Source: an optimization exercise on an open RTL-to-GDS flow (aim: small area, a short achievable clock period and few clock cycles per item). Production flows keep margins and buffers that such runs may drop. RTL that was checked went through simulation tests only; none was proved equivalent to the original. Power and IR drop assume default switching activity.

==> inputs of trial 22 <==
Design sorted_list_engine, start of the top module:
module sorted_list_engine (
  input  logic        clk_i,
  input  logic        rst_ni,
  input  logic        s_axis_tvalid_i,
  output logic        s_axis_tready_o,
  input  logic [31:0] s_axis_tdata_i,    
  input  logic [1:0]  s_axis_tuser_i,    
  output logic        m_axis_tvalid_o,
  input  logic        m_axis_tready_i,
  output logic [79:0] m_axis_tdata_o     
);
export LEC_CHECK = 0
export CAP_MARGIN = 20
export CORE_MARGIN = 2
export CORE_UTILIZATION = 40
export SETUP_SLACK_MARGIN = 5
export SLEW_MARGIN = 20
create_clock -name core_clock -period 9.0 [get_ports {clk_i}]
run.sh (not shown) runs the stock make flow with config.mk's settings and CLKGATE_MAP_FILE= SYNTH_SCRIPT=/design/flow/synth_recipe.tcl, a recipe that flattens the netlist after the stock synthesis.
==> trial 62 (differences from trial 22) <==
--- a/flow/design.v
+++ b/flow/design.v
@@ -100,11 +100,12 @@
   logic                       kk_lt, kk_eq;     
   logic [CAPACITY-1:0]        n_lt, n_eq;       
   logic                       b_v;
   logic [DATA_W-1:0]          b_key;
   logic [1:0]                 b_act;
-  logic [CAPACITY-1:0]        b_lt, b_eq;       
+  logic [CAPACITY-1:0]        b_lt;             
+  logic                       b_found;          
   logic                       go, load_b;
   logic                       res_v;
   logic [CNT_W-1:0]           count_q, count_d;
   logic [4:0]                 pos_q, pos_d;
   logic                       err_q, err_d;
@@ -131,15 +132,15 @@
     for (int i = 0; i < CAPACITY; i++) begin
       valid[i]   = (CNT_W'(i) < count_q);
       is_last[i] = (count_q == CNT_W'(i + 1));
       is_prev[i] = (count_q == CNT_W'(i + 2));
       left_lt[i] = (i == 0) ? 1'b1 : b_lt[(i == 0) ? 0 : i - 1];
-      hit[i]     = b_eq[i] && left_lt[i];
+      hit[i]     = b_found && !b_lt[i] && left_lt[i];
       at_b[i]    = !b_lt[i] && left_lt[i];    
     end
   end
-  assign found    = |b_eq;
+  assign found    = b_found;
   assign all_lt   = &(b_lt | ~valid);
   assign hit_last = |(hit & is_last);
   assign ins      = (b_act == sle_pkg::ACT_INSERT) && !full;
   assign rem      = (b_act == sle_pkg::ACT_REMOVE) && found;
   assign clr      = (b_act == sle_pkg::ACT_CLEAR);
@@ -244,12 +245,12 @@
   end
   always_ff @(posedge clk_i) begin
     if (load_b) begin
       b_key <= a_key;
       b_act <= a_act;
-      b_lt  <= n_lt;
-      b_eq  <= n_eq;
+      b_lt    <= n_lt;
+      b_found <= |n_eq;
     end
     if (go) begin
       pos_q  <= pos_d;
       err_q  <= err_d;
       last_q <= last_d;
==> flow/flow/run.sh (new file) <==
#!/bin/bash
# The standard layout (standard.sh) with one change: the buffers that
# buffer_ports puts on every input and output port are buf_2 cells instead
# of the delay buffers the resizer picks by default. Every port still gets
# its own buffer; synthesis, SDC, clock period and all other steps are
# the standard flow's own. Full tool output goes to standard.log here and to ORFS's logs.
set -uo pipefail
bash standard.sh "BUFFER_PORTS_ARGS=-buffer_cell sky130_fd_sc_hd__buf_2" finish > standard.log 2>&1
==> flow/standard.sh (new file) <==
#!/bin/bash
# synth_recipe.tcl (not shown) runs the flow's synth.tcl, then flattens the netlist and writes it again
# the make line also repeats each setting of config.mk as NAME=value (left out here)
make -C /OpenROAD-flow-scripts/flow DESIGN_CONFIG=/design/flow/config.mk WORK_HOME=/design/flow/orfs CLKGATE_MAP_FILE= SYNTH_SCRIPT=/design/flow/synth_recipe.tcl "${@:-finish}"
--- a/flow/config.mk
+++ b/flow/config.mk
@@ -5,8 +5,10 @@
 export SDC_FILE = /design/flow/constraint.sdc
 export NUM_CORES = 4
 export LEC_CHECK = 0
 export CAP_MARGIN = 20
 export CORE_MARGIN = 2
-export CORE_UTILIZATION = 40
+export CORE_UTILIZATION = 30
+export CTS_CLUSTER_DIAMETER = 50
+export CTS_CLUSTER_SIZE = 20
 export SETUP_SLACK_MARGIN = 5
 export SLEW_MARGIN = 20
removed: flow/run.sh
==> trial 2 (differences from trial 22) <==
--- a/flow/design.v
+++ b/flow/design.v
@@ -100,11 +100,12 @@
   logic                       kk_lt, kk_eq;     
   logic [CAPACITY-1:0]        n_lt, n_eq;       
   logic                       b_v;
   logic [DATA_W-1:0]          b_key;
   logic [1:0]                 b_act;
-  logic [CAPACITY-1:0]        b_lt, b_eq;       
+  logic [CAPACITY-1:0]        b_lt;             
+  logic                       b_found;          
   logic                       go, load_b;
   logic                       res_v;
   logic [CNT_W-1:0]           count_q, count_d;
   logic [4:0]                 pos_q, pos_d;
   logic                       err_q, err_d;
@@ -131,15 +132,15 @@
     for (int i = 0; i < CAPACITY; i++) begin
       valid[i]   = (CNT_W'(i) < count_q);
       is_last[i] = (count_q == CNT_W'(i + 1));
       is_prev[i] = (count_q == CNT_W'(i + 2));
       left_lt[i] = (i == 0) ? 1'b1 : b_lt[(i == 0) ? 0 : i - 1];
-      hit[i]     = b_eq[i] && left_lt[i];
+      hit[i]     = b_found && !b_lt[i] && left_lt[i];
       at_b[i]    = !b_lt[i] && left_lt[i];    
     end
   end
-  assign found    = |b_eq;
+  assign found    = b_found;
   assign all_lt   = &(b_lt | ~valid);
   assign hit_last = |(hit & is_last);
   assign ins      = (b_act == sle_pkg::ACT_INSERT) && !full;
   assign rem      = (b_act == sle_pkg::ACT_REMOVE) && found;
   assign clr      = (b_act == sle_pkg::ACT_CLEAR);
@@ -244,12 +245,12 @@
   end
   always_ff @(posedge clk_i) begin
     if (load_b) begin
       b_key <= a_key;
       b_act <= a_act;
-      b_lt  <= n_lt;
-      b_eq  <= n_eq;
+      b_lt    <= n_lt;
+      b_found <= |n_eq;
     end
     if (go) begin
       pos_q  <= pos_d;
       err_q  <= err_d;
       last_q <= last_d;
--- a/flow/config.mk
+++ b/flow/config.mk
@@ -5,8 +5,8 @@
 export SDC_FILE = /design/flow/constraint.sdc
 export NUM_CORES = 4
 export LEC_CHECK = 0
 export CAP_MARGIN = 20
 export CORE_MARGIN = 2
-export CORE_UTILIZATION = 40
+export CORE_UTILIZATION = 30
 export SETUP_SLACK_MARGIN = 5
 export SLEW_MARGIN = 20
==> metrics list <==
- In this run the mean area of a mapped cell was between 8 and 9 um^2.
- The number of antenna violations at the first check in global routing came to 12.
- Of the total power, registers draw 0.373.
* Status: no timing/DRC/antenna violations
That was trial 22.
==> metrics list <==
- The flow ran to the end and the layout has no timing, DRC or antenna violations.
- Multi-input logic gates represent a cell area share of 0.550.
- Mean instance size in the synthesized netlist: 8.66 um^2
* Antenna violations before repair: 21
- Seq pwr share: 0.361
That was trial 2.
==> metrics list <==
* Status: no timing/DRC/antenna violations
* Met2 routing resource usage after global routing: 0.430
- The share of total power dissipated in sequential elements is 0.353.
- Buffers placed on the I/O ports in this run total 115.
That was trial 62.
Testbench counts of trial 62, summed over its fixed seeds: cycles 24,024, items 24,000.
Testbench counts of trial 2, summed over its fixed seeds: cycles 24,024, items 24,000.
No functional check of the RTL was part of trial 22.

==> separate check: timing with driven ports <==
No port has a modelled driver above. Below, the same layouts with a new extraction and two added sets of constraints. Step 1, drivers: a clkbuf_16 drives clk_i and a buf_2 each remaining input, both assumed. Step 2 also shifts input and output timing later by t, the mid clock arrival at the registers, as if the neighbouring blocks saw the same clock. a / b / c = no drivers / after step 1 / after step 2; a / b = the first two.
run	shift t [ns]	setup slack, ns	worst setup path after step 2
trial 22	0.740	4.873 / 4.873 / 4.278	input to register
trial 62	0.792	4.874 / 4.874 / 4.267	input to register
trial 2	0.779	4.850 / 4.850 / 4.282	input to register
After both steps setup and hold are still met in every run listed. The setup slack of trial 62, which loses most, moves by 0.000 ns with the drivers and by -0.607 ns with both steps.
